This design comes from an exercise in tuning for small area and a short achievable clock period on the open sky130 flow, not from production work.
Where RTL was checked, it was by simulation tests only, not by an equivalence proof against the original.
Function not checked in runs 3 and 4: the RTL went through the layout flow alone.
Power and IR drop assume default switching activity.

==> design.v <==
package monitor_pkg;
    typedef enum logic [1:0] {
        OP_PUSH  = 2'd0,     
        OP_LOGIC = 2'd1,     
        OP_EDIT  = 2'd2,     
        OP_TIMER = 2'd3      
    } op_t;
    typedef struct packed {
        op_t        op;      
        logic       flag;    
        logic [4:0] arg;     
    } insn_t;
    typedef logic [12-1:0] timer_t;
    typedef logic [32-1:0] vec_t;
    typedef logic [8-1:0] pc_t;
endpackage
module scan_config #(
    parameter int mem_len = 32   
) (
    input  logic                      clk,
    input  logic                      scan_reset,       
    input  logic                      scan_en,          
    input  logic                      scan_in,
    input  logic [mem_len-1:0]        pc_hot,           
    output logic                      scan_out,
    output logic                      cleared,          
    output logic                      shifted,          
    output monitor_pkg::pc_t          cfg_prog_len,     
    output logic [16-1:0] cfg_tick_len,
    output logic [16-1:0] cfg_tick_len_sh,  
    output monitor_pkg::vec_t         cfg_check_mask,
    output logic [15:0]               byte01,           
    output logic [15:0]               byte23            
);
    localparam int tick_lsb  = 8;
    localparam int mask_lsb  = tick_lsb + 16;
    localparam int mem_lsb   = mask_lsb + 32;
    localparam int chain_len = mem_lsb + 8 * mem_len;
    logic [chain_len-2:0] lag;        
    logic                 top;        
    logic                 lag_in;     
    logic                 do_shift;   
    logic                 do_hold;    
    logic                 next_below_top;
    always_ff @(posedge clk) begin
        do_shift <= scan_en && !scan_reset;
        do_hold  <= !scan_en && !scan_reset;
        lag_in   <= scan_in;
    end
    assign cleared = !do_shift && !do_hold;
    assign shifted = do_shift;
    always_ff @(posedge clk) begin
        lag <= ({lag[chain_len-3:0], lag_in} & {(chain_len-1){do_shift}})
             | (lag & {(chain_len-1){do_hold}});
    end
    assign next_below_top = (lag[chain_len-3] & do_shift) | (lag[chain_len-2] & do_hold);
    always_ff @(posedge clk) begin
        if (scan_reset) begin
            top <= 1'b0;
        end else if (scan_en) begin
            top <= next_below_top;
        end
    end
    assign scan_out        = top;
    assign cfg_prog_len    = lag[tick_lsb-1:0];
    assign cfg_tick_len    = lag[mask_lsb-1:tick_lsb];
    assign cfg_tick_len_sh = lag[mask_lsb-2:tick_lsb-1];
    assign cfg_check_mask  = lag[mem_lsb-1:mask_lsb];
    logic [8*mem_len+31:0] mem_ext;
    assign mem_ext = {32'h0, top, lag[chain_len-2:mem_lsb]};
    assign byte01  = mem_ext[15:0];
    always_comb begin
        byte23 = '0;
        for (int i = 0; i < mem_len; i++) begin
            byte23 = byte23 | (mem_ext[8*i+16 +: 16] & {16{pc_hot[i]}});
        end
    end
endmodule
module tick_sequencer (
    input  logic                      clk,
    input  logic                      reset,
    input  logic                      scan_en,          
    input  logic                      scan_reset,       
    input  logic                      cleared,          
    input  logic                      shifted,          
    input  monitor_pkg::pc_t          cfg_prog_len,
    input  logic [16-1:0] cfg_tick_len,
    input  logic [16-1:0] cfg_tick_len_sh,
    input  logic [15:0]               byte01,
    input  logic [15:0]               byte23,
    output logic [32-1:0]   pc_hot,           
    output monitor_pkg::insn_t        insn,
    output logic [7:0]                imm,
    output logic                      event_setup,      
    output logic                      event_flush,      
    output logic                      setup,            
    output logic                      flush,
    output logic                      prog_active
);
    logic                      running;
    logic [16-1:0] tick_cnt;
    logic                      hold;
    logic                      two_byte;
    logic                      cnt_max;       
    logic [16-1:0] tick_len_m2;
    logic                      eq_len1, eq_len1_sh, eq_m2;
    logic                      last_keep;     
    logic                      last_clr;      
    logic                      lt_next;
    assign hold     = reset || scan_en;
    assign two_byte = insn.op == monitor_pkg::OP_TIMER && !insn.flag;
    assign cnt_max  = &tick_cnt;
    assign tick_len_m2 = cfg_tick_len - 2'd2;
    assign eq_len1     = cfg_tick_len == 16'd1;
    assign eq_len1_sh  = cfg_tick_len_sh == 16'd1;
    assign eq_m2       = tick_cnt == tick_len_m2;           
    always_comb begin
        if (running) begin
            last_keep = flush ? eq_len1 : eq_m2;
            last_clr  = !flush && tick_cnt == 16'hfffe;
        end else begin
            last_keep = shifted ? eq_len1_sh : eq_len1;
            last_clr  = 1'b0;
        end
    end
    logic [5:0] pc_left;      
    always_comb begin
        if (setup) begin
            lt_next = cfg_prog_len != '0;
        end else if (prog_active) begin
            lt_next = two_byte ? pc_left > 6'd2 : pc_left > 6'd1;
        end else begin
            lt_next = 1'b0;
        end
    end
    always_ff @(posedge clk) begin
        if (setup) begin
            pc_hot  <= 32'(1);
            pc_left <= (cfg_prog_len > 8'd32) ? 6'd32 : 6'(cfg_prog_len);
        end else if (two_byte) begin
            pc_hot  <= pc_hot << 2;
            pc_left <= pc_left - 6'd2;
        end else begin
            pc_hot  <= pc_hot << 1;
            pc_left <= pc_left - 6'd1;
        end
    end
    always_ff @(posedge clk) begin
        if (hold) begin
            running     <= 1'b0;
            tick_cnt    <= '0;
            setup       <= 1'b0;
            flush       <= 1'b0;
            prog_active <= 1'b0;
        end else begin
            running <= 1'b1;
            if (running) begin
                tick_cnt <= flush ? '0 : tick_cnt + 1'b1;
            end
            setup       <= !running || flush || cnt_max;
            flush       <= (scan_reset || cleared) ? last_clr : last_keep;
            prog_active <= !scan_reset && !cleared && running && !flush && !cnt_max
                           && lt_next;
        end
    end
    always_ff @(posedge clk) begin
        event_setup <= !reset && !scan_en && (!running || flush || cnt_max);
        event_flush <= !reset && !scan_en && ((scan_reset || cleared) ? last_clr : last_keep);
    end
    always_ff @(posedge clk) begin
        if (setup) begin
            {imm, insn} <= byte01;
        end else if (two_byte) begin
            {imm, insn} <= byte23;
        end else begin
            {imm, insn} <= {byte23[7:0], imm};
        end
    end
endmodule
module timer_bank (
    input  logic       clk,
    input  logic       reset,
    input  logic       tick,         
    input  logic [4:0] insn_arg,     
    input  logic [7:0] imm,
    input  logic       reset_en,
    input  logic       stack_top,    
    output logic       cmp_result
);
    logic [8:0] timers [4];
    logic [4-1:0] cmp_lt;    
    logic [4-1:0] cmp_eq;    
    logic       do_reset;
    always_comb begin
        for (int t = 0; t < 4; t++) begin
            cmp_lt[t] = 1'b0;
            for (int i = 0; i < 8; i++) begin
                cmp_lt[t] = (imm[i] & ~timers[t][i]) | (~(imm[i] ^ timers[t][i]) & cmp_lt[t]);
            end
            cmp_lt[t] = cmp_lt[t] & !timers[t][8];
            cmp_eq[t] = timers[t] == {1'b0, imm};
        end
    end
    assign cmp_result = insn_arg[2] ? cmp_eq[insn_arg[1:0]] : cmp_lt[insn_arg[1:0]];
    assign do_reset = reset_en && stack_top;
    always_ff @(posedge clk) begin
        for (int i = 0; i < 4; i++) begin
            if (reset) begin
                timers[i] <= '0;
            end else if (do_reset && insn_arg[i]) begin
                timers[i] <= '0;
            end else if (tick && !timers[i][8]) begin
                timers[i] <= timers[i] + 1'b1;
            end
        end
    end
endmodule
module eval_stack (
    input  logic       clk,
    input  logic       clear,       
    input  logic       active,
    input  logic [7:0] insn,
    input  logic       input_bit,
    input  logic       cmp_result,
    output logic       stack_top
);
    localparam int depth = 6;
    logic [depth-1:0] stack;    
    logic             lut_bit;
    assign lut_bit   = insn[{stack[1], stack[0]}];
    assign stack_top = stack[0];
    always_ff @(posedge clk) begin
        if (clear) begin
            stack <= '0;
        end else if (active) begin
            case (insn[7:6])
                2'd0: stack <= {stack[depth-2:0], input_bit};
                2'd1: stack <= {1'b0, stack[depth-1:2], lut_bit};
                2'd2: ;
                2'd3: begin
                    if (insn[5]) begin
                        stack <= {1'b0, stack[depth-1:1]};
                    end else begin
                        stack <= {stack[depth-2:0], cmp_result};
                    end
                end
            endcase
        end
    end
endmodule
module io_frame (
    input  logic                      clk,
    input  logic                      reset,
    input  monitor_pkg::vec_t         inputs,
    input  logic                      setup,            
    input  logic                      flush,            
    input  logic [5-1:0] rd_addr,          
    input  logic                      edit_en,
    input  logic                      edit_val,
    input  logic                      stack_top,        
    input  monitor_pkg::vec_t         cfg_check_mask,
    input  logic                      cleared,          
    output logic                      input_bit,
    output monitor_pkg::vec_t         outputs,
    output logic                      violation
);
    monitor_pkg::vec_t snapshot;   
    monitor_pkg::vec_t out_buf;    
    monitor_pkg::vec_t mismatch;
    assign input_bit = snapshot[rd_addr];
    assign mismatch  = (out_buf ^ snapshot) & cfg_check_mask;
    always_ff @(posedge clk) begin
        if (reset) begin
            snapshot <= '0;
            out_buf  <= '0;
        end else if (setup) begin
            snapshot <= inputs;
            out_buf  <= inputs;
        end else if (edit_en && stack_top) begin
            out_buf[rd_addr] <= edit_val;
        end
    end
    always_ff @(posedge clk) begin
        if (reset) begin
            outputs   <= '0;
            violation <= 1'b0;
        end else if (flush) begin
            outputs   <= out_buf;
            violation <= |mismatch && !cleared;
        end
    end
endmodule
module monitor_top (
    input  logic              clk,
    input  logic              reset,
    input  logic              scan_in,
    input  logic              scan_en,
    input  logic              scan_reset,   
    input  monitor_pkg::vec_t inputs,
    output logic              scan_out,
    output monitor_pkg::vec_t outputs,
    output logic              violation,
    output logic              event_setup,
    output logic              event_flush
);
    monitor_pkg::pc_t          cfg_prog_len;
    logic [16-1:0] cfg_tick_len;
    logic [16-1:0] cfg_tick_len_sh;
    monitor_pkg::vec_t         cfg_check_mask;
    logic                      cleared;
    logic                      shifted;
    logic [15:0]               byte01;
    logic [15:0]               byte23;
    monitor_pkg::insn_t        insn;
    logic [7:0]                imm;
    logic [32-1:0]   pc_hot;
    logic                      prog_active;
    logic                      setup;
    logic                      flush;
    logic                      edit_en;
    logic                      timer_reset_en;
    logic                      cmp_result;
    logic                      input_bit;
    logic                      stack_top;
    assign edit_en        = prog_active && insn.op == monitor_pkg::OP_EDIT;
    assign timer_reset_en = prog_active && insn.op == monitor_pkg::OP_TIMER && insn.flag;
    scan_config i_scan_config (
        .clk             (clk),
        .scan_reset      (scan_reset),
        .scan_en         (scan_en),
        .scan_in         (scan_in),
        .pc_hot          (pc_hot),
        .scan_out        (scan_out),
        .cleared         (cleared),
        .shifted         (shifted),
        .cfg_prog_len    (cfg_prog_len),
        .cfg_tick_len    (cfg_tick_len),
        .cfg_tick_len_sh (cfg_tick_len_sh),
        .cfg_check_mask  (cfg_check_mask),
        .byte01          (byte01),
        .byte23          (byte23)
    );
    tick_sequencer i_tick_sequencer (
        .clk             (clk),
        .reset           (reset),
        .scan_en         (scan_en),
        .scan_reset      (scan_reset),
        .cleared         (cleared),
        .shifted         (shifted),
        .cfg_prog_len    (cfg_prog_len),
        .cfg_tick_len    (cfg_tick_len),
        .cfg_tick_len_sh (cfg_tick_len_sh),
        .byte01          (byte01),
        .byte23          (byte23),
        .pc_hot          (pc_hot),
        .insn            (insn),
        .imm             (imm),
        .event_setup     (event_setup),
        .event_flush     (event_flush),
        .setup           (setup),
        .flush           (flush),
        .prog_active     (prog_active)
    );
    timer_bank i_timer_bank (
        .clk        (clk),
        .reset      (reset),
        .tick       (flush),
        .insn_arg   (insn.arg),
        .imm        (imm),
        .reset_en   (timer_reset_en),
        .stack_top  (stack_top),
        .cmp_result (cmp_result)
    );
    eval_stack i_eval_stack (
        .clk        (clk),
        .clear      (setup),
        .active     (prog_active),
        .insn       (insn),
        .input_bit  (input_bit),
        .cmp_result (cmp_result),
        .stack_top  (stack_top)
    );
    io_frame i_io_frame (
        .clk            (clk),
        .reset          (reset),
        .inputs         (inputs),
        .setup          (setup),
        .flush          (flush),
        .rd_addr        (insn.arg),
        .edit_en        (edit_en),
        .edit_val       (insn.flag),
        .stack_top      (stack_top),
        .cfg_check_mask (cfg_check_mask),
        .cleared        (cleared),
        .input_bit      (input_bit),
        .outputs        (outputs),
        .violation      (violation)
    );
endmodule
==> flow/run.sh <==
#!/bin/bash
# Own layout flow: the standard flow (standard.sh, unchanged synthesis)
# with plain buffers instead of delay cells on the ports.
set -euo pipefail
export BUFFER_PORTS_ARGS="-buffer_cell sky130_fd_sc_hd__buf_2"
bash standard.sh finish > flow_make.log 2>&1
==> standard.sh <==
#!/bin/bash
# synth_recipe.tcl (not shown) runs the flow's synth.tcl, then flattens the netlist and writes it again
# the make line also repeats each setting of config.mk as NAME=value (left out here)
make -C /OpenROAD-flow-scripts/flow DESIGN_CONFIG=/design/flow/config.mk WORK_HOME=/design/flow/orfs CLKGATE_MAP_FILE= SYNTH_SCRIPT=/design/flow/synth_recipe.tcl "${@:-finish}"
==> config.mk <==
export PLATFORM = sky130hd
export DESIGN_NAME = monitor_top
export DESIGN_NICKNAME = monitor_top
export VERILOG_FILES = /design/flow/design.v
export SDC_FILE = /design/flow/constraint.sdc
export NUM_CORES = 4
export LEC_CHECK = 0
export CAP_MARGIN = 20
export CORE_MARGIN = 2
export CORE_UTILIZATION = 65
export CTS_CLUSTER_DIAMETER = 80
export CTS_CLUSTER_SIZE = 30
export SETUP_SLACK_MARGIN = 3.6
export SLEW_MARGIN = 20
==> constraint.sdc <==
create_clock -name core_clock -period 6.0 [get_ports {clk}]
set_input_delay 1.2000 -clock core_clock [delete_from_list [all_inputs] [get_ports {clk}]]
set_output_delay 1.2000 -clock core_clock [all_outputs]
set_load 0.01 [all_outputs]
==> qor.tcl, run 1 <==
set qor(worst_path_setup_slack_after_routing_ns) 3.63
set qor(vias) 20100
set qor(synth.avg_cell_area_um2) 9.52
set qor(tightestPinTransition_ns) 1.20
set qor(number_of_vias_per_cell) 7.19
set qor(netlist.top_cell.by_area) {dfxtp_1}
set qor(worstSkewPairLatency_ns) 0.60
set qor(replace_congestion) 0.966
set qor(core_region_area_mm2) 0.0345
set qor(overflow) 0
set qor(synth.top_cells.by_area) {dfxtp_1 (46%), a22o_1 (13%), a22oi_1 (5.9%), nand2_1 (3.2%), clkbuf_1 (2.9%)}
set qor(drive_gt1_share_pct) 9.84
set qor(track_usage_pct) 38.7
set qor(yosysSeqAreaShare_pct) 46.6
set qor(number_of_cts_inserted_buffers) 27
set qor(globalRouteMet3Util_pct) 9.26
set qor(via_count_of_the_first_global_routing_pass) 18700
set qor(dp.final_hpwl_um) 47100
set qor(syn-num-nets) 2469
set qor(ys.flop_type) {dfxtp_1}
set qor(slowest_cp_cell) {nor4_2}
set qor(grt_use_met1_pct) 52.9
set qor(filler_cell_count_in_the_final_layout) 2712
set qor(grt_max_degree) 262
set qor(netlist_instances) 2383
set qor(crit_path_end_kind) {flop}
set qor(worst-endpoint-arrival_ns) 2.82
set qor(worst_ir_drop_vdd_mv) 0.285
set qor(fmax_mhz) 422
set qor(ant_nets) 0
set qor(cp_top_family) {simple AND/OR/NAND/NOR gates}
set qor(std_cell_rows) 68
set qor(grt_most_used_layer) {met2}
set qor(reg2regPathDepth) 7
set qor(totalNegativeSetupSlack_ns) 0
set qor(cts.clk_slew.worst_paths_ns) 0.11
set qor(max-slew-margin-rel_pct) 19.9
set qor(place_worst_setup_slack_ns) 2.71
set qor(hp-class) {reg -> reg}
set qor(worstSetupPathType) {reg -> reg}
set qor(global_route_wire_length_before_repair_um) 110000
set qor(routedWlPerCell_um) 25.7
set qor(nets) 2416
set qor(dr.first_iter.drc_count) 2779
set qor(worstPathBufferInverterCount) 1
set qor(timing_hold_violations_final) 0
set qor(postSynth.asyncResetShare_pct) 0
set qor(die_area_mm2) 0.0364
set qor(p_leak_nw) 9.09
set qor(place_inst) 2741
set qor(regToRegEndpoint) {i_tick_sequencer.insn[3]$_DFF_P_}
set qor(postSynthRegisterBits) 528
set qor(initial_antenna_violation_count) 0
set qor(fin_crit_sh_pct) 39.5
set qor(finalWorstPathRequiredPeriod_ns) 2.37
set qor(dr.pass1.iters) 8
set qor(start_util_pct) 65.8
set qor(boundaryPins) 73
set qor(cts.sink_count) 528
set qor(worst_path_cell_chain) {buf_4 > a22oi_1 > nand4_1 > nor4_2 > nor2_1 > a21oi_1 > o21ai_0}
set qor(holdPathStages) 1
set qor(timing.critical_path.from) {i_tick_sequencer.pc_hot[0]$_SDFF_PP1_}
set qor(clock_path_buffers) 3
set qor(timing_max_transition_violations_final) 0
set qor(die_h_um) 191
set qor(ctsRootBufferMaster) {clkbuf_16}
set qor(yosysWarnings) 6
set qor(synth_top_area_share_pct) 46.5
set qor(rsz_0062_raised_after_global_routing) {true}
set qor(r2r_slack_ns) 3.63
set qor(globalRouteMet2Util_pct) 58.3
set qor(synth_enable_flop_cells) 1
set qor(chipWidth_um) 191
set qor(maxCapViolCount) 0
set qor(remaining_drc_errors) 0
set qor(worst_ep_required_time_ns) 6.45
set qor(timing.clock.skew_ns) 0.0240
set qor(worst_setup_path_start_kind) {flop}
set qor(worstPathMaxFanout) 11
set qor(commonest_non_fill_non_tap_cell_in_the_layout) {dfxtp_1}
set qor(source_of_the_worst_hold_timing_path) {i_scan_config.lag_in$_DFF_P_}
set qor(synth.distinct_cells) 65
set qor(instances_no_fill) 2803
set qor(r2r-start) {i_tick_sequencer.pc_hot[0]$_SDFF_PP1_}
set qor(pwr_density_cell_mw_per_mm2) 250
set qor(clock_tree.htree_level_count) 1
set qor(holdBufCountCts) 0
set qor(synthToLayoutAreaGrowth_pct) 7.48
set qor(finalSetupViolCount) 0
set qor(clock_tree_from_tritoncts) {done}
set qor(io_buffers) 72
set qor(route.final.wire_length_um) 72000
set qor(mostFrequentLayoutCells) {dfxtp_1 (515), a22o_1 (339), nand2_1 (192)}
set qor(antenna-diode-count) 0
set qor(run_status) {finished clean}
set qor(mappedNetlistArea_mm2) 0.0227
set qor(max_stage_delay_ns) 0.70
set qor(worst_hold_path.endpoint) {i_scan_config.lag[0]$_DFF_P_}
## power breakdown
group	internal [W]	leakage [nW]	switching (W)
combinational	0.0000928	4.38	0.000202
sequential	0.00355	4.27	0.0000716
clock	0.000901	0.439	0.00129
total	0.00454	9.09	0.00157
## Yosys cell counts, types with 3 or more instances
master     number
nand2b_1        6
a211oi_1       14
a222oi_1        8
nand2_1       192
a22o_1        339
xor2_1         42
or3_1          10
o311ai_0        3
nand3b_1        4
nor3b_1         3
a22oi_1       177
a221oi_1       33
nor2_1        168
buf_2           8
mux4_2          8
dfxtp_1       527
a41oi_1         3
and2_1          4
nand4b_1        4
nand3_1        45
a21boi_0        3
clkbuf_1      177
nor3_1         15
a21o_1         13
xnor2_1        46
o21ai_0        40
a2111oi_0       3
inv_1          45
and3_1          9
a31oi_1        31
buf_1          20
o211ai_1       31
nor2b_1         9
a21oi_1       104
mux2i_1        58
nand4_1        71
ha_1           49
or4_1           4
nor4_1         20
## routing by layer
metal | part of all wire [%] | vias up
met5 | 0 | -
met4 | 5.4 | 0
met3 | 11 | 334
met2 | 43 | 1348
met1 | 40 | 9596
li1 | - | 8869
## cells by family (layout without fill, tap and decap cells)
group,Yosys count,count (layout),share of synthesized area (%)
buf+inv,254,219,4.28
xor+xnor,88,88,3.40
flops,528,528,46.6
fa+ha+maj,49,49,2.70
mux,66,66,3.35
compound gates,822,822,27.7
simple gates,576,576,11.9
## worst max path at each step
stage	endpoint	slack [ns]	depth (start not counted)
finish	i_tick_sequencer.insn[3]$_DFF_P_	3.63	7
global route	i_tick_sequencer.flush$_SDFF_PN0_	3.53	7
CTS	i_io_frame.out_buf[23]$_SDFFE_PP0P_	3.59	8
detailed placement	i_io_frame.out_buf[23]$_SDFFE_PP0P_	2.71	8
global placement	i_io_frame.out_buf[23]$_SDFFE_PP0P_	2.76	8
floorplan	i_io_frame.out_buf[2]$_SDFFE_PP0P_	3.66	10
## state kept, by name, indices dropped and copies added (netlist names)
| name | flops |
|---|---|
| i_tick_sequencer.running | 1 |
| i_scan_config.top | 1 |
| i_scan_config.do_shift | 1 |
| i_tick_sequencer.pc_left | 6 |
| i_tick_sequencer.event_flush | 1 |
| i_tick_sequencer.setup | 1 |
| i_io_frame.outputs | 32 |
| i_tick_sequencer.tick_cnt | 16 |
| i_tick_sequencer.pc_hot | 30 |
| i_scan_config.lag_in | 1 |
| i_scan_config.do_hold | 1 |
| i_tick_sequencer.insn | 8 |
| i_tick_sequencer.imm | 8 |
| i_tick_sequencer.prog_active | 1 |
| i_eval_stack.stack | 6 |
| i_tick_sequencer.event_setup | 1 |
| i_io_frame.violation | 1 |
| i_tick_sequencer.flush | 1 |
| i_scan_config.lag | 311 |
| i_timer_bank.timers | 36 |
| i_io_frame.out_buf | 32 |
| i_io_frame.snapshot | 32 |
## cell type report
cell class | instances | area (µm²) | area share (%)
multi-input cells | 1601 | 11300 | 46.5
flip-flops and latches | 528 | 10600 | 43.5
repair buffers | 126 | 793 | 3.25
clock buffers | 28 | 679 | 2.79
well taps | 455 | 569 | 2.33
clock inverters | 19 | 228 | 0.934
inverters | 46 | 175 | 0.718
## metrics by stage
step | util, % | power, W | area, µm² | hold WS [ns]
after floorplan | - | 0.00388 | 22700 | 0.374
after global placement | 67.2 | 0.00397 | 23200 | 0.432
after detailed placement | 67.2 | 0.00398 | 23200 | 0.449
after CTS | 70.1 | 0.00610 | 24100 | 0.474
after global routing | 70.8 | 0.00627 | 24400 | 0.480
final | 70.8 | 0.00611 | 24400 | 0.471
## repair_timing
item	in CTS	in global routing
pin swaps	1	7
setup endpoints to repair	38	41
resized for setup	12	36
setup buffers	3	12
==> run 2, diff against run 1 <==
--- a/design.v
+++ b/design.v
@@ -61,7 +61,9 @@
             top <= next_below_top;
         end
     end
-    assign scan_out        = top;
+    always_ff @(posedge clk) begin
+        scan_out <= !scan_reset && (scan_en ? next_below_top : top);
+    end
     assign cfg_prog_len    = lag[tick_lsb-1:0];
     assign cfg_tick_len    = lag[mask_lsb-1:tick_lsb];
     assign cfg_tick_len_sh = lag[mask_lsb-2:tick_lsb-1];
--- a/config.mk
+++ b/config.mk
@@ -10,5 +10,5 @@
 export CORE_UTILIZATION = 65
 export CTS_CLUSTER_DIAMETER = 80
 export CTS_CLUSTER_SIZE = 30
-export SETUP_SLACK_MARGIN = 3.6
+export SETUP_SLACK_MARGIN = 3.7
 export SLEW_MARGIN = 20
==> qor.tcl, run 2 <==
set qor(run_status) {finished clean}
set qor(synth.avg_cell_area_um2) 9.62 ;# +1.0%
set qor(ys.flop_type) {dfxtp_1}
set qor(remaining_drc_errors) 0 ;# unchanged
set qor(antenna-diode-count) 0 ;# unchanged
set qor(worstPathMaxFanout) 2 ;# -9
set qor(slowest_cp_cell) {dfxtp_1}
set qor(grt_max_degree) 230 ;# -12%
set qor(postSynth.asyncResetShare_pct) 0 ;# unchanged
set qor(global_route_wire_length_before_repair_um) 110000 ;# -0.59%
set qor(seq_power_share_pct) 59.8 ;# +0.5 points
set qor(routedWlPerCell_um) 25.8 ;# +0.40%
set qor(worst_setup_path_start_kind) {flop}
set qor(place_inst) 2754 ;# +0.47%
set qor(overflow) 0 ;# unchanged
set qor(mappedNetlistArea_mm2) 0.0231 ;# +1.8%
set qor(maxCapViolCount) 0 ;# unchanged
set qor(core_region_area_mm2) 0.0353 ;# +2.5%
set qor(dr.first_iter.drc_count) 2840 ;# +2.2%
set qor(fmax_mhz) 440 ;# +4.3%
set qor(holdWs_ns) 0.461 ;# -0.0102 ns
set qor(utilization_pct) 70.0 ;# -0.80 points
set qor(replace_congestion) 0.947 ;# -1.9%
set qor(route.layer.met1.wl_um) 29400 ;# +1.8%
set qor(start_util_pct) 65.4 ;# -0.46 points
set qor(drive_gt1_share_pct) 10.6 ;# +0.78 points
set qor(multi_input_logic_area_mm2) 0.0116 ;# +2.0%
set qor(vias) 20200 ;# +0.16%
set qor(worstSkewPairLatency_ns) 0.59 ;# about the same
set qor(commonest_non_fill_non_tap_cell_in_the_layout) {dfxtp_1}
set qor(worst-endpoint-arrival_ns) 1.07 ;# -1.75 ns
set qor(tightestPinTransition_ns) 1.00 ;# -0.198 ns
set qor(crit_path_end_kind) {output pin}
set qor(netlist_instances) 2400 ;# +0.71%
set qor(ant_nets) 0 ;# unchanged
set qor(die_h_um) 192 ;# +0.86%
set qor(worstPathBufferInverterCount) 1 ;# unchanged
set qor(wl_met3_um) 8460 ;# +2.6%
set qor(ctsRootBufferMaster) {clkbuf_16}
set qor(p_leak_nw) 9.46 ;# +4.1%
set qor(netlist.top_cell.by_area) {dfxtp_1}
set qor(yosys.cell_count.top_type) {dfxtp_1}
set qor(via_count_of_the_first_global_routing_pass) 18500 ;# -0.80%
set qor(io_buffers) 72 ;# unchanged
set qor(sw_frac_of_total_pct) 24.8 ;# -0.83 points
set qor(route.final.wire_length_um) 72400 ;# +0.51%
set qor(instances_no_fill) 2806 ;# +0.11%
set qor(max-slew-margin-rel_pct) 33.2 ;# +13 points
set qor(fin_crit_sh_pct) 37.9 ;# -1.6 points
set qor(worst_ep_required_time_ns) 4.80 ;# -1.65 ns
set qor(cp_top_family) {flip-flops}
set qor(registers.top_by_ff_count) {i_scan_config.lag}
set qor(timing_hold_violations_final) 0 ;# unchanged
set qor(cts.sink_count) 529 ;# +0.19%
set qor(std_cell_rows) 69 ;# +1.5%
set qor(clock_tree.htree_level_count) 1 ;# unchanged
set qor(synth.distinct_cells) 74 ;# +14%
set qor(synthToLayoutAreaGrowth_pct) 7.01
set qor(rsz_0062_raised_after_global_routing) {false}
set qor(largest_register_ff_count) 311 ;# unchanged
set qor(track_usage_pct) 38.1 ;# -0.53 points
set qor(p_clk_share_pct) 35.0 ;# -0.9 points
set qor(synth_enable_flop_cells) 1 ;# unchanged
set qor(worstSetupPathType) {reg -> out}
set qor(number_of_vias_per_cell) 7.19 ;# about the same
set qor(nets) 2417 ;# +0.041%
set qor(p_int_w) 0.00458 ;# +0.82%
set qor(synth.top_cells.by_area) {dfxtp_1 (46%), a22o_1 (13%), a22oi_1 (5.9%), mux2i_1 (3.4%), nor2_1 (2.9%)}
set qor(number_of_cts_inserted_buffers) 25 ;# -7.4%
set qor(postSynthRegisterBits) 529 ;# +0.19%
set qor(chipWidth_um) 192 ;# +0.86%
set qor(share_comb_of_total_power_pct) 5.2 ;# +0.4 points
set qor(finalWorstPathRequiredPeriod_ns) 2.27 ;# -0.0971 ns
set qor(hp-class) {reg -> reg}
set qor(die_area_mm2) 0.0370 ;# +1.7%
set qor(detailroute.wirelength.met2_um) 31500 ;# +1.7%
set qor(boundaryPins) 73 ;# unchanged
set qor(synth.top_cells.by_count) {dfxtp_1 (528), a22o_1 (339), a22oi_1 (183)}
set qor(syn-num-nets) 2486 ;# +0.69%
set qor(initial_antenna_violation_count) 0 ;# unchanged
set qor(largest_registers) {i_scan_config.lag x311, i_timer_bank.timers x36}
set qor(filler_cell_count_in_the_final_layout) 2698 ;# -0.52%
set qor(finalSetupViolCount) 0 ;# unchanged
set qor(maxUsedRoutingLayer) {met4}
set qor(total_net_switching_power_w) 0.00151 ;# -3.5%
set qor(worst_ir_drop_vdd_mv) 0.318 ;# +12%
set qor(dp.final_hpwl_um) 47400 ;# +0.68%
set qor(timing.clock.skew_ns) 0.0262 ;# +0.00221 ns
set qor(yosysWarnings) 6 ;# unchanged
set qor(pwr_density_cell_mw_per_mm2) 246 ;# -1.6%
set qor(max_stage_delay_ns) 0.35 ;# -0.35 ns
set qor(cts.clk_slew.worst_paths_ns) 0.12 ;# about the same
set qor(synth_top_area_share_pct) 45.8 ;# -0.72 points
set qor(timing_max_transition_violations_final) 0 ;# unchanged
set qor(design_power_total_w) 0.00609 ;# -0.29%
set qor(totalNegativeSetupSlack_ns) 0 ;# unchanged
set qor(clock_path_buffers) 3 ;# unchanged
set qor(worst_path_cell_chain) {buf_2}
set qor(layout.area.seq_mm2) 0.0107 ;# +0.60%
set qor(yosysSeqAreaShare_pct) 45.9 ;# -0.72 points
set qor(mostFrequentLayoutCells) {dfxtp_1 (481), a22o_1 (339), a22oi_1 (183)}
set qor(holdBufCountCts) 0 ;# unchanged
set qor(dr.pass1.iters) 9 ;# +1
set qor(clock_tree_from_tritoncts) {done}
-- run 2: kinds of logic after synthesis --
logic type | count (synthesis) | share of synthesized area [%]
AO/OA/AOI/OAI | 806 | 27.3
XOR/XNOR | 88 | 3.46
adder cells (fa/ha/maj) | 49 | 2.66
buffers and inverters | 279 | 4.70
flip-flops | 529 | 45.9
multiplexers | 89 | 4.35
AND/OR/NAND/NOR | 560 | 11.6
-- run 2: what timing repair did --
item                                    CTS  global route
pin swaps                                 0             3
endpoints found under the setup margin  239           244
setup buffers                             5             6
gates resized for setup                  23            58
-- run 2: stage by stage --
stage,setup WS (ns),cell area [µm²]
finish,3.73,24700
global route,3.69,24700
CTS,3.68,24500
detailed placement,2.93,23500
global placement,3.02,23500
floorplan,3.73,23100
-- run 2: area by class of cell --
cell class	count	share of cell area, %
clock buffer	27	2.60
clock inverter	14	0.830
inverter	66	1.03
multi-input combinational	1592	46.8
sequential	529	43.2
tap	461	2.33
timing repair buffer	117	3.24
-- run 2: final timing paths --
kind / startpoint / to / slack, ns / cells after the start
max: i_io_frame.outputs[4]$_SDFFE_PP0P_ / outputs[4] / 3.73 / 1
min: i_eval_stack.stack[5]$_SDFFE_PP0P_ / i_eval_stack.stack[5]$_SDFFE_PP0P_ / 0.46 / 2
max reg2reg: i_tick_sequencer.pc_hot[8]$_SDFF_PP0_ / i_tick_sequencer.imm[5]$_DFF_P_ / 3.78 / 6
min reg2reg: i_eval_stack.stack[5]$_SDFFE_PP0P_ / i_eval_stack.stack[5]$_SDFFE_PP0P_ / 0.46 / 2
-- run 2: metal layers --
metal	global-route usage, %	vias up
met5	0	-
met4	15.1	0
met3	8.06	286
met2	57.3	1316
met1	53.6	9663
li1	-	8915
-- run 2: power by group through the flow --
stage / logic, W / registers [W] / clock network, W
3_5_place_dp: 0.000297 / 0.00372 / 0
4_1_cts: 0.000308 / 0.00364 / 0.00215
6_report: 0.000317 / 0.00364 / 0.00213
5_1_grt: 0.000342 / 0.00365 / 0.00227
2_1_floorplan: 0.000238 / 0.00367 / 0
3_3_place_gp: 0.000286 / 0.00372 / 0
==> run 3, diff against run 2 <==
--- a/design.v
+++ b/design.v
@@ -190,20 +190,23 @@
     output logic       cmp_result
 );
     logic [8:0] timers [4];
-    logic [4-1:0] cmp_lt;    
-    logic [4-1:0] cmp_eq;    
+    logic [8:0] sel_timer;
+    logic [7:0] gt_bit;      
+    logic [7:0] eq_bit;
+    logic       cmp_lt;
+    logic       cmp_eq;
     logic       do_reset;
+    assign sel_timer = timers[insn_arg[1:0]];
+    assign gt_bit    = imm & ~sel_timer[7:0];
+    assign eq_bit    = ~(imm ^ sel_timer[7:0]);
     always_comb begin
-        for (int t = 0; t < 4; t++) begin
-            cmp_lt[t] = 1'b0;
-            for (int i = 0; i < 8; i++) begin
-                cmp_lt[t] = (imm[i] & ~timers[t][i]) | (~(imm[i] ^ timers[t][i]) & cmp_lt[t]);
-            end
-            cmp_lt[t] = cmp_lt[t] & !timers[t][8];
-            cmp_eq[t] = timers[t] == {1'b0, imm};
+        cmp_lt = 1'b0;
+        for (int i = 0; i < 8; i++) begin
+            cmp_lt = gt_bit[i] | (eq_bit[i] & cmp_lt);
         end
     end
-    assign cmp_result = insn_arg[2] ? cmp_eq[insn_arg[1:0]] : cmp_lt[insn_arg[1:0]];
+    assign cmp_eq     = &eq_bit;
+    assign cmp_result = !sel_timer[8] && (insn_arg[2] ? cmp_eq : cmp_lt);
     assign do_reset = reset_en && stack_top;
     always_ff @(posedge clk) begin
         for (int i = 0; i < 4; i++) begin
==> qor.tcl, run 3 <==
set qor(run_status) {finished clean}
set qor(maxCapViolCount) 0 ;# unchanged
set qor(core_region_area_mm2) 0.0336 ;# -4.8%
set qor(timing_max_transition_violations_final) 0 ;# unchanged
set qor(number_of_vias_per_cell) 7.30 ;# +1.5%
set qor(worstSetupPathType) {reg -> reg}
set qor(timing.clock.skew_ns) 0.0231 ;# -0.00311 ns
set qor(netlist_instances) 2303 ;# -4.0%
set qor(finalSetupViolCount) 0 ;# unchanged
set qor(route.final.wire_length_um) 71700 ;# -1.0%
set qor(regToRegEndpoint) {i_eval_stack.stack[0]$_SDFFE_PP0P_}
set qor(worst_ir_drop_vdd_mv) 0.308 ;# -3.1%
set qor(antenna-diode-count) 0 ;# unchanged
set qor(dp.final_hpwl_um) 45800 ;# -3.6%
set qor(place_worst_setup_slack_ns) 2.52 ;# -0.414 ns
set qor(worstSkewPairLatency_ns) 0.60 ;# about the same
set qor(die_h_um) 189 ;# -1.7%
set qor(worst_path_setup_slack_after_routing_ns) 3.52 ;# -0.206 ns
set qor(clock_tree_from_tritoncts) {done}
set qor(pwr_density_cell_mw_per_mm2) 255 ;# +3.4%
set qor(synth.distinct_cells) 65 ;# -12%
set qor(tightestPinTransition_ns) 1.05 ;# +0.0480 ns
set qor(global_route_wire_length_before_repair_um) 109000 ;# -0.57%
set qor(worst-endpoint-arrival_ns) 2.96 ;# +1.89 ns
set qor(slowest_cp_cell) {dfxtp_4}
set qor(crit_path_end_kind) {flop}
set qor(clock_path_buffers) 3 ;# unchanged
set qor(dr.pass1.iters) 8 ;# -1
set qor(worstPathMaxFanout) 8 ;# +6
set qor(boundaryPins) 73 ;# unchanged
set qor(worst_path_cell_chain) {clkinvlp_4 > ha_4 > a222oi_1 > nand2_1 > o21ai_0 > ha_1 > a21o_1 > a21oi_1 > o221ai_1 > o2111ai_1 > o2111ai_1 > o211a_1}
set qor(cts.sink_count) 529 ;# unchanged
set qor(synth.avg_cell_area_um2) 9.67 ;# +0.53%
set qor(track_usage_pct) 38.7 ;# +0.60 points
set qor(yosysWarnings) 6 ;# unchanged
set qor(ys.flop_type) {dfxtp_1}
set qor(grt_max_degree) 218 ;# -5.2%
set qor(finalWorstPathRequiredPeriod_ns) 2.48 ;# +0.206 ns
set qor(initial_antenna_violation_count) 0 ;# unchanged
set qor(start_util_pct) 66.3 ;# +0.87 points
set qor(postSynthRegisterBits) 529 ;# unchanged
set qor(clock_tree.htree_level_count) 1 ;# unchanged
set qor(remaining_drc_errors) 0 ;# unchanged
set qor(synthToLayoutAreaGrowth_pct) 8.45
set qor(holdBufCountCts) 0 ;# unchanged
set qor(largest_register_ff_count) 311 ;# unchanged
set qor(holdWs_ns) 0.445 ;# -0.0157 ns
set qor(worst_ep_required_time_ns) 6.48 ;# +1.68 ns
set qor(ant_nets) 0 ;# unchanged
set qor(std_cell_rows) 67 ;# -2.9%
set qor(r2r-start) {i_tick_sequencer.insn[1]$_DFF_P_}
set qor(hp-class) {reg -> reg}
set qor(nets) 2316 ;# -4.2%
set qor(largest_registers) {i_scan_config.lag x311, i_timer_bank.timers x36}
set qor(rsz_0062_raised_after_global_routing) {true}
set qor(utilization_pct) 71.9 ;# +1.9 points
set qor(syn-num-nets) 2366 ;# -4.8%
set qor(io_buffers) 72 ;# unchanged
set qor(filler_cell_count_in_the_final_layout) 2538 ;# -5.9%
set qor(routedWlPerCell_um) 26.4 ;# +2.2%
set qor(vias) 19800 ;# -1.7%
set qor(commonest_non_fill_non_tap_cell_in_the_layout) {dfxtp_1}
set qor(fin_crit_sh_pct) 41.3 ;# +3.4 points
set qor(reg2regPathDepth) 12 ;# +6
set qor(holdPathStages) 1 ;# -1
set qor(worst_hold_path.endpoint) {i_scan_config.lag[0]$_DFF_P_}
set qor(dr.first_iter.drc_count) 3265 ;# +15%
set qor(r2r_slack_ns) 3.52 ;# -0.26 ns
set qor(max_stage_delay_ns) 0.39 ;# +0.04 ns
set qor(ctsRootBufferMaster) {clkbuf_16}
set qor(yosys.cell_count.top_type) {dfxtp_1}
set qor(registers.top_by_ff_count) {i_scan_config.lag}
set qor(number_of_cts_inserted_buffers) 27 ;# +8.0%
set qor(drive_gt1_share_pct) 11.7 ;# +1.1 points
set qor(cts.clk_slew.worst_paths_ns) 0.10 ;# -0.02 ns
set qor(source_of_the_worst_hold_timing_path) {i_scan_config.lag_in$_DFF_P_}
set qor(p_leak_nw) 9.00 ;# -4.9%
set qor(totalNegativeSetupSlack_ns) 0 ;# unchanged
set qor(replace_congestion) 0.959 ;# +1.2%
set qor(synth_enable_flop_cells) 1 ;# unchanged
set qor(max-slew-margin-rel_pct) 30.0 ;# -3.2 points
set qor(layout.area.seq_mm2) 0.0107 ;# -0.16%
set qor(postSynth.asyncResetShare_pct) 0 ;# unchanged
set qor(via_count_of_the_first_global_routing_pass) 18300 ;# -1.3%
set qor(synth_top_area_share_pct) 47.5 ;# +1.7 points
set qor(worst_setup_path_start_kind) {flop}
set qor(mappedNetlistArea_mm2) 0.0223 ;# -3.5%
set qor(synth.top_cells.by_count) {dfxtp_1 (528), a22o_1 (343), clkbuf_1 (179)}
set qor(timing_hold_violations_final) 0 ;# unchanged
set qor(chipWidth_um) 189 ;# -1.7%
set qor(yosysSeqAreaShare_pct) 47.6 ;# +1.7 points
set qor(synth.top_cells.by_area) {dfxtp_1 (47%), a22o_1 (13%), a22oi_1 (5.9%), clkbuf_1 (3.0%), nand2_1 (2.7%)}
set qor(die_area_mm2) 0.0358 ;# -3.5%
set qor(mostFrequentLayoutCells) {dfxtp_1 (495), a22o_1 (341), a22oi_1 (173)}
set qor(worst_path_most_repeated_cell) {o2111ai_1}
set qor(overflow) 0 ;# unchanged
set qor(fmax_mhz) 403 ;# -8.3%
set qor(netlist.top_cell.by_area) {dfxtp_1}
set qor(multi_input_logic_area_mm2) 0.0110 ;# -4.7%
## run 3: metrics by stage
stage	cells	total power [W]	area, µm²
CTS	2713	0.00616	24000
detailed placement	2652	0.00402	22800
finish	2718	0.00616	24200
global placement	2652	0.00401	22800
global route	2718	0.00633	24200
floorplan	2303	0.00391	22300
## run 3: final cells by class
cell class              count  share of cell area (%)
multi-input cells        1532                    45.6
clock buffers              28                    2.81
clock inverters            18                   0.989
flip-flops and latches    529                    44.1
inverters                  36                   0.585
well taps                 448                    2.32
repair buffers            127                    3.59
## run 3: where the power goes
group | leakage (nW) | switching, W | internal (W) | total, W
Combinational | 4.26 | 0.000218 | 0.000111 | 0.000329
Sequential | 4.29 | 0.0000776 | 0.00356 | 0.00364
Clock | 0.443 | 0.00128 | 0.000903 | 0.00219
## run 3: cell families after synthesis
kind of cell,synth area share (%)
AO/OA/AOI/OAI,28.6
buffers and inverters,4.09
adder cells (fa/ha/maj),1.51
XOR/XNOR,3.62
multiplexers,3.63
AND/OR/NAND/NOR,11.0
flip-flops,47.6
## run 3: layer usage
| metal | share of wire (%) | track usage [%] | vias up |
|---|---|---|---|
| li1 | - | - | 8626 |
| met1 | 40 | 54.2 | 9364 |
| met2 | 42 | 56.1 | 1498 |
| met3 | 13 | 11.0 | 346 |
| met4 | 4.9 | 16.3 | 0 |
| met5 | 0 | 0.412 | - |
## run 3: timing repair
item,CTS,global route
pin swaps,5,1
gates resized for setup,31,38
buffers inserted,15,5
setup endpoints to repair,69,60
## run 3: critical path: cells and delay by family, from the launching register on
family	cells	cell delay (ns)
compound gates	8	1.24
fa+ha+maj	2	0.50
buf+inv	1	0.15
flops	1	0.39
simple gates	1	0.09
## run 3: worst max path at each step
stage	from	end	slack (ns)	cells after the start
3_5_place_dp	i_tick_sequencer.insn[0]$_DFF_P_	i_io_frame.out_buf[1]$_SDFFE_PP0P_	2.52	8
3_3_place_gp	i_tick_sequencer.insn[0]$_DFF_P_	i_io_frame.out_buf[5]$_SDFFE_PP0P_	2.62	8
6_report	i_tick_sequencer.insn[1]$_DFF_P_	i_eval_stack.stack[0]$_SDFFE_PP0P_	3.52	12
5_1_grt	i_tick_sequencer.insn[0]$_DFF_P_	i_eval_stack.stack[0]$_SDFFE_PP0P_	3.36	12
2_1_floorplan	reset	i_tick_sequencer.event_flush$_DFF_P_	3.40	7
4_1_cts	i_tick_sequencer.insn[1]$_DFF_P_	i_eval_stack.stack[0]$_SDFFE_PP0P_	3.53	12
==> run 4, diff against run 3 <==
--- a/design.v
+++ b/design.v
@@ -100,26 +100,26 @@
     output logic                      prog_active
 );
     logic                      running;
-    logic [16-1:0] tick_cnt;
+    logic [16-1:0] tick_pos;      
+    logic [16-1:0] tick_pos_inc;
     logic                      hold;
     logic                      two_byte;
     logic                      cnt_max;       
-    logic [16-1:0] tick_len_m2;
     logic                      eq_len1, eq_len1_sh, eq_m2;
     logic                      last_keep;     
     logic                      last_clr;      
     logic                      lt_next;
     assign hold     = reset || scan_en;
     assign two_byte = insn.op == monitor_pkg::OP_TIMER && !insn.flag;
-    assign cnt_max  = &tick_cnt;
-    assign tick_len_m2 = cfg_tick_len - 2'd2;
-    assign eq_len1     = cfg_tick_len == 16'd1;
-    assign eq_len1_sh  = cfg_tick_len_sh == 16'd1;
-    assign eq_m2       = tick_cnt == tick_len_m2;           
+    assign cnt_max  = tick_pos == '0;
+    assign tick_pos_inc = tick_pos + 1'b1;
+    assign eq_len1      = cfg_tick_len == 16'd1;
+    assign eq_len1_sh   = cfg_tick_len_sh == 16'd1;
+    assign eq_m2        = tick_pos_inc == cfg_tick_len;     
     always_comb begin
         if (running) begin
             last_keep = flush ? eq_len1 : eq_m2;
-            last_clr  = !flush && tick_cnt == 16'hfffe;
+            last_clr  = !flush && tick_pos == 16'hffff;
         end else begin
             last_keep = shifted ? eq_len1_sh : eq_len1;
             last_clr  = 1'b0;
@@ -150,14 +150,14 @@
     always_ff @(posedge clk) begin
         if (hold) begin
             running     <= 1'b0;
-            tick_cnt    <= '0;
+            tick_pos    <= 16'd1;
             setup       <= 1'b0;
             flush       <= 1'b0;
             prog_active <= 1'b0;
         end else begin
             running <= 1'b1;
             if (running) begin
-                tick_cnt <= flush ? '0 : tick_cnt + 1'b1;
+                tick_pos <= flush ? 16'd1 : tick_pos_inc;
             end
             setup       <= !running || flush || cnt_max;
             flush       <= (scan_reset || cleared) ? last_clr : last_keep;
@@ -190,23 +190,20 @@
     output logic       cmp_result
 );
     logic [8:0] timers [4];
-    logic [8:0] sel_timer;
-    logic [7:0] gt_bit;      
-    logic [7:0] eq_bit;
-    logic       cmp_lt;
-    logic       cmp_eq;
+    logic [4-1:0] cmp_lt;    
+    logic [4-1:0] cmp_eq;    
     logic       do_reset;
-    assign sel_timer = timers[insn_arg[1:0]];
-    assign gt_bit    = imm & ~sel_timer[7:0];
-    assign eq_bit    = ~(imm ^ sel_timer[7:0]);
     always_comb begin
-        cmp_lt = 1'b0;
-        for (int i = 0; i < 8; i++) begin
-            cmp_lt = gt_bit[i] | (eq_bit[i] & cmp_lt);
+        for (int t = 0; t < 4; t++) begin
+            cmp_lt[t] = 1'b0;
+            for (int i = 0; i < 8; i++) begin
+                cmp_lt[t] = (imm[i] & ~timers[t][i]) | (~(imm[i] ^ timers[t][i]) & cmp_lt[t]);
+            end
+            cmp_lt[t] = cmp_lt[t] & !timers[t][8];
+            cmp_eq[t] = timers[t] == {1'b0, imm};
         end
     end
-    assign cmp_eq     = &eq_bit;
-    assign cmp_result = !sel_timer[8] && (insn_arg[2] ? cmp_eq : cmp_lt);
+    assign cmp_result = insn_arg[2] ? cmp_eq[insn_arg[1:0]] : cmp_lt[insn_arg[1:0]];
     assign do_reset = reset_en && stack_top;
     always_ff @(posedge clk) begin
         for (int i = 0; i < 4; i++) begin
@@ -272,15 +269,22 @@
     monitor_pkg::vec_t snapshot;   
     monitor_pkg::vec_t out_buf;    
     monitor_pkg::vec_t mismatch;
+    logic              fresh;      
     assign input_bit = snapshot[rd_addr];
     assign mismatch  = (out_buf ^ snapshot) & cfg_check_mask;
     always_ff @(posedge clk) begin
+        fresh <= reset || (fresh && !setup);
+    end
+    always_ff @(posedge clk) begin
+        if (setup) begin
+            snapshot <= inputs;
+        end
+    end
+    always_ff @(posedge clk) begin
         if (reset) begin
-            snapshot <= '0;
-            out_buf  <= '0;
+            out_buf <= '0;
         end else if (setup) begin
-            snapshot <= inputs;
-            out_buf  <= inputs;
+            out_buf <= inputs;
         end else if (edit_en && stack_top) begin
             out_buf[rd_addr] <= edit_val;
         end
@@ -291,7 +295,7 @@
             violation <= 1'b0;
         end else if (flush) begin
             outputs   <= out_buf;
-            violation <= |mismatch && !cleared;
+            violation <= |mismatch && !cleared && !fresh;
         end
     end
 endmodule
==> qor.tcl, run 4 <==
set qor(synth_enable_flop_cells) 33 ;# +32
set qor(core_region_area_mm2) 0.0345 ;# +2.8%
set qor(synth.top_cells.by_count) {dfxtp_1 (497), a22o_1 (340), a22oi_1 (180)}
set qor(reg2regPathDepth) 10 ;# -2
set qor(grt_max_degree) 271 ;# +24%
set qor(die_h_um) 191 ;# +1.1%
set qor(synth.top_cells.by_area) {dfxtp_1 (44%), a22o_1 (13%), a22oi_1 (5.9%), edfxtp_1 (4.3%), clkbuf_1 (2.8%)}
set qor(holdBufCountCts) 0 ;# unchanged
set qor(clock_tree_from_tritoncts) {done}
set qor(remaining_drc_errors) 0 ;# unchanged
set qor(yosysSeqAreaShare_pct) 48.0 ;# +0.42 points
set qor(vias) 20200 ;# +1.8%
set qor(route.final.wire_length_um) 74500 ;# +4.0%
set qor(worstPathMaxFanout) 4 ;# -4
set qor(netlist.top_cell.by_area) {dfxtp_1}
set qor(filler_cell_count_in_the_final_layout) 2539 ;# +0.039%
set qor(dr.first_iter.drc_count) 3585 ;# +9.8%
set qor(global_route_wire_length_before_repair_um) 112000 ;# +2.5%
set qor(ys.flop_type) {dfxtp_1}
set qor(replace_congestion) 0.991 ;# +3.3%
set qor(worstSkewPairLatency_ns) 0.64 ;# +0.04 ns
set qor(maxCapViolCount) 0 ;# unchanged
set qor(largest_registers) {i_scan_config.lag x311, i_timer_bank.timers x36}
set qor(p_leak_nw) 9.32 ;# +3.5%
set qor(synthToLayoutAreaGrowth_pct) 11.2
set qor(holdPathStages) 1 ;# unchanged
set qor(fin_crit_sh_pct) 39.5 ;# -1.9 points
set qor(worst_path_setup_slack_after_routing_ns) 3.63 ;# +0.111 ns
set qor(number_of_vias_per_cell) 7.29 ;# -0.13%
set qor(worst_ep_required_time_ns) 6.47 ;# about the same
set qor(worstSetupPathType) {reg -> reg}
set qor(io_buffers) 72 ;# unchanged
set qor(chipWidth_um) 191 ;# +1.1%
set qor(utilization_pct) 73.3 ;# +1.5 points
set qor(worst-endpoint-arrival_ns) 2.84 ;# -0.12 ns
set qor(timing.clock.skew_ns) 0.0568 ;# +0.0337 ns
set qor(fmax_mhz) 422 ;# +4.7%
set qor(postSynth.asyncResetShare_pct) 0 ;# unchanged
set qor(clock_path_buffers) 3 ;# unchanged
set qor(yosysWarnings) 6 ;# unchanged
set qor(crit_path_end_kind) {flop}
set qor(mappedNetlistArea_mm2) 0.0228 ;# +2.3%
set qor(mostFrequentLayoutCells) {dfxtp_1 (440), a22o_1 (340), a22oi_1 (180)}
set qor(netlist_instances) 2327 ;# +1.0%
set qor(cts.sink_count) 530 ;# +0.19%
set qor(ant_nets) 0 ;# unchanged
set qor(dr.pass1.iters) 10 ;# +2
set qor(rsz_0062_raised_after_global_routing) {true}
set qor(worst_ir_drop_vdd_mv) 0.269 ;# -13%
set qor(largest_register_ff_count) 311 ;# unchanged
set qor(drive_gt1_share_pct) 14.6 ;# +2.9 points
set qor(max-slew-margin-rel_pct) 34.5 ;# +4.6 points
set qor(finalWorstPathRequiredPeriod_ns) 2.37 ;# -0.111 ns
set qor(place_worst_setup_slack_ns) 3.19 ;# +0.677 ns
set qor(ctsRootBufferMaster) {clkbuf_16}
set qor(overflow) 0 ;# unchanged
set qor(synth.distinct_cells) 67 ;# +3.1%
set qor(commonest_non_fill_non_tap_cell_in_the_layout) {dfxtp_1}
set qor(synth_top_area_share_pct) 43.7 ;# -3.8 points
set qor(registers.top_by_ff_count) {i_scan_config.lag}
set qor(run_status) {finished clean}
set qor(design_power_total_w) 0.00633 ;# +2.9%
set qor(slowest_cp_cell) {mux4_2}
set qor(start_util_pct) 66.0 ;# -0.30 points
set qor(clock_tree.htree_level_count) 1 ;# unchanged
set qor(yosys.cell_count.top_type) {dfxtp_1}
set qor(timing_max_transition_violations_final) 0 ;# unchanged
set qor(routedWlPerCell_um) 26.9 ;# +2.1%
set qor(std_cell_rows) 68 ;# +1.5%
set qor(synth.avg_cell_area_um2) 9.79 ;# +1.2%
set qor(max_stage_delay_ns) 0.50 ;# +0.11 ns
set qor(postSynthRegisterBits) 530 ;# +0.19%
set qor(track_usage_pct) 39.6 ;# +0.82 points
set qor(dp.final_hpwl_um) 47600 ;# +4.1%
set qor(cts.clk_slew.worst_paths_ns) 0.10 ;# about the same
set qor(worst_setup_path_start_kind) {flop}
set qor(hp-class) {reg -> reg}
set qor(pwr_density_cell_mw_per_mm2) 250 ;# -1.9%
set qor(number_of_cts_inserted_buffers) 28 ;# +3.7%
set qor(antenna-diode-count) 0 ;# unchanged
set qor(die_area_mm2) 0.0366 ;# +2.2%
set qor(boundaryPins) 73 ;# unchanged
set qor(finalSetupViolCount) 0 ;# unchanged
set qor(nets) 2378 ;# +2.7%
set qor(via_count_of_the_first_global_routing_pass) 18600 ;# +1.7%
set qor(worst_path_cell_chain) {buf_12 > buf_12 > buf_4 > mux4_2 > mux2i_1 > nor2_1 > a21oi_1 > a21oi_1 > o31ai_1 > o41ai_1}
set qor(tightestPinTransition_ns) 0.982 ;# -0.0687 ns
set qor(totalNegativeSetupSlack_ns) 0 ;# unchanged
set qor(syn-num-nets) 2411 ;# +1.9%
set qor(post-route-cell-area_mm2) 0.0253 ;# +4.9%
set qor(initial_antenna_violation_count) 1 ;# +1
set qor(dpl_cell_area_mm2) 0.0233 ;# +2.4%
set qor(timing_hold_violations_final) 0 ;# unchanged
[run 4: cell count changes after synthesis, sizes merged, moves of 17 or more]
cell	change
a221oi	+17
dfxtp	-31
edfxtp	+32
ha	+21
inv	+34
xnor2	+19
xor2	-17
[run 4: per-layer routing]
metal | track usage [%] | up-vias | share of wire, %
met5 | 1.37 | - | 0.064
met2 | 58.2 | 1554 | 43
li1 | - | 8741 | -
met3 | 10.0 | 336 | 13
met1 | 55.1 | 9555 | 39
met4 | 16.9 | 2 | 4.9
[run 4: worst paths after layout]
| kind | to | startpoint | slack [ns] |
|---|---|---|---|
| max | i_eval_stack.stack[0]$_SDFFE_PP0P_ | i_tick_sequencer.insn[0]$_DFF_P_ | 3.63 |
| min | i_io_frame.fresh$_DFF_P_ | i_io_frame.fresh$_DFF_P_ | 0.47 |
| max reg2reg | i_eval_stack.stack[0]$_SDFFE_PP0P_ | i_tick_sequencer.insn[0]$_DFF_P_ | 3.63 |
| min reg2reg | i_io_frame.fresh$_DFF_P_ | i_io_frame.fresh$_DFF_P_ | 0.47 |
[run 4: kinds of logic (layout without fill, tap and decap cells)]
kind of cell	Yosys count	count (layout)	synth area share (%)
fa+ha+maj	47	47	2.58
buf+inv	273	259	4.63
mux	55	55	2.97
compound gates	818	818	27.8
xor+xnor	94	94	3.61
simple gates	510	512	10.4
flops	530	530	48.0
[run 4: timing repair]
item	CTS	global route
pin swaps	9	33
gates cloned	2	2
hold endpoints to repair	0	0
gates resized for setup	72	114
buffers inserted	12	11
endpoints found under the setup margin	160	175
[run 4: layout make-up]
| type | instances | area, µm² | share of cell area, % |
|---|---|---|---|
| multi-input cells | 1526 | 11300 | 44.5 |
| flip-flops and latches | 530 | 11000 | 43.6 |
| repair buffers | 136 | 1160 | 4.57 |
| clock buffers | 32 | 737 | 2.91 |
| well taps | 455 | 569 | 2.25 |
| clock inverters | 19 | 280 | 1.11 |
| inverters | 71 | 277 | 1.09 |
| repair inverters | 1 | 5.00 | 0.0198 |
[run 4: where the power goes]
group / total (W) / switching [W] / internal [W]
combinational: 0.000335 / 0.000227 / 0.000108
sequential: 0.00367 / 0.0000671 / 0.00360
clock: 0.00233 / 0.00135 / 0.000979
[run 4: stage by stage]
stage / hold slack [ns] / cells
CTS: 0.472 / 2756
global placement: 0.440 / 2691
global route: 0.497 / 2770
floorplan: 0.416 / 2327
detailed placement: 0.446 / 2691
finish: 0.467 / 2770
[run 4: critical path, delay by kind of cell, from the launching register on]
family                 cells  cell delay (ns)
multiplexers               2             0.70
AO/OA/AOI/OAI              4             0.69
flip-flops                 1             0.37
buffers and inverters      3             0.37
AND/OR/NAND/NOR            1             0.13

==> what the ideal ports hide <==
Ports are ideal in the flow. The routed layouts listed here were re-timed in OpenROAD.
Step 1 (the two cells are an assumption about what drives the block):
set clk [get_ports {clk}]
set_driving_cell -lib_cell sky130_fd_sc_hd__clkbuf_16 $clk
set_driving_cell -lib_cell sky130_fd_sc_hd__buf_2 [delete_from_list [all_inputs] $clk]
Step 2 times the ports against the registers' clock, not the clock port: input delays grow and output delays shrink by t, the midpoint of the rising clock arrivals with the driver on.
Slacks: ideal / step 1 / step 2; pairs: ideal / step 1.
run | shift t [ns] | setup slack, ns | worst setup path at the end
run 1 | 0.645 | 3.628 / 3.587 / 3.174 | input to register
run 2 | 0.635 | 3.725 / 3.672 / 3.340 | input to register
run 3 | 0.647 | 3.519 / 3.519 / 3.167 | input to register
run 4 | 0.662 | 3.631 / 3.631 / 3.404 | input to register
After both steps every run listed still meets setup and hold. For run 1, which loses most, drivers alone change the setup slack by -0.041 ns; drivers and shift together by -0.454 ns.
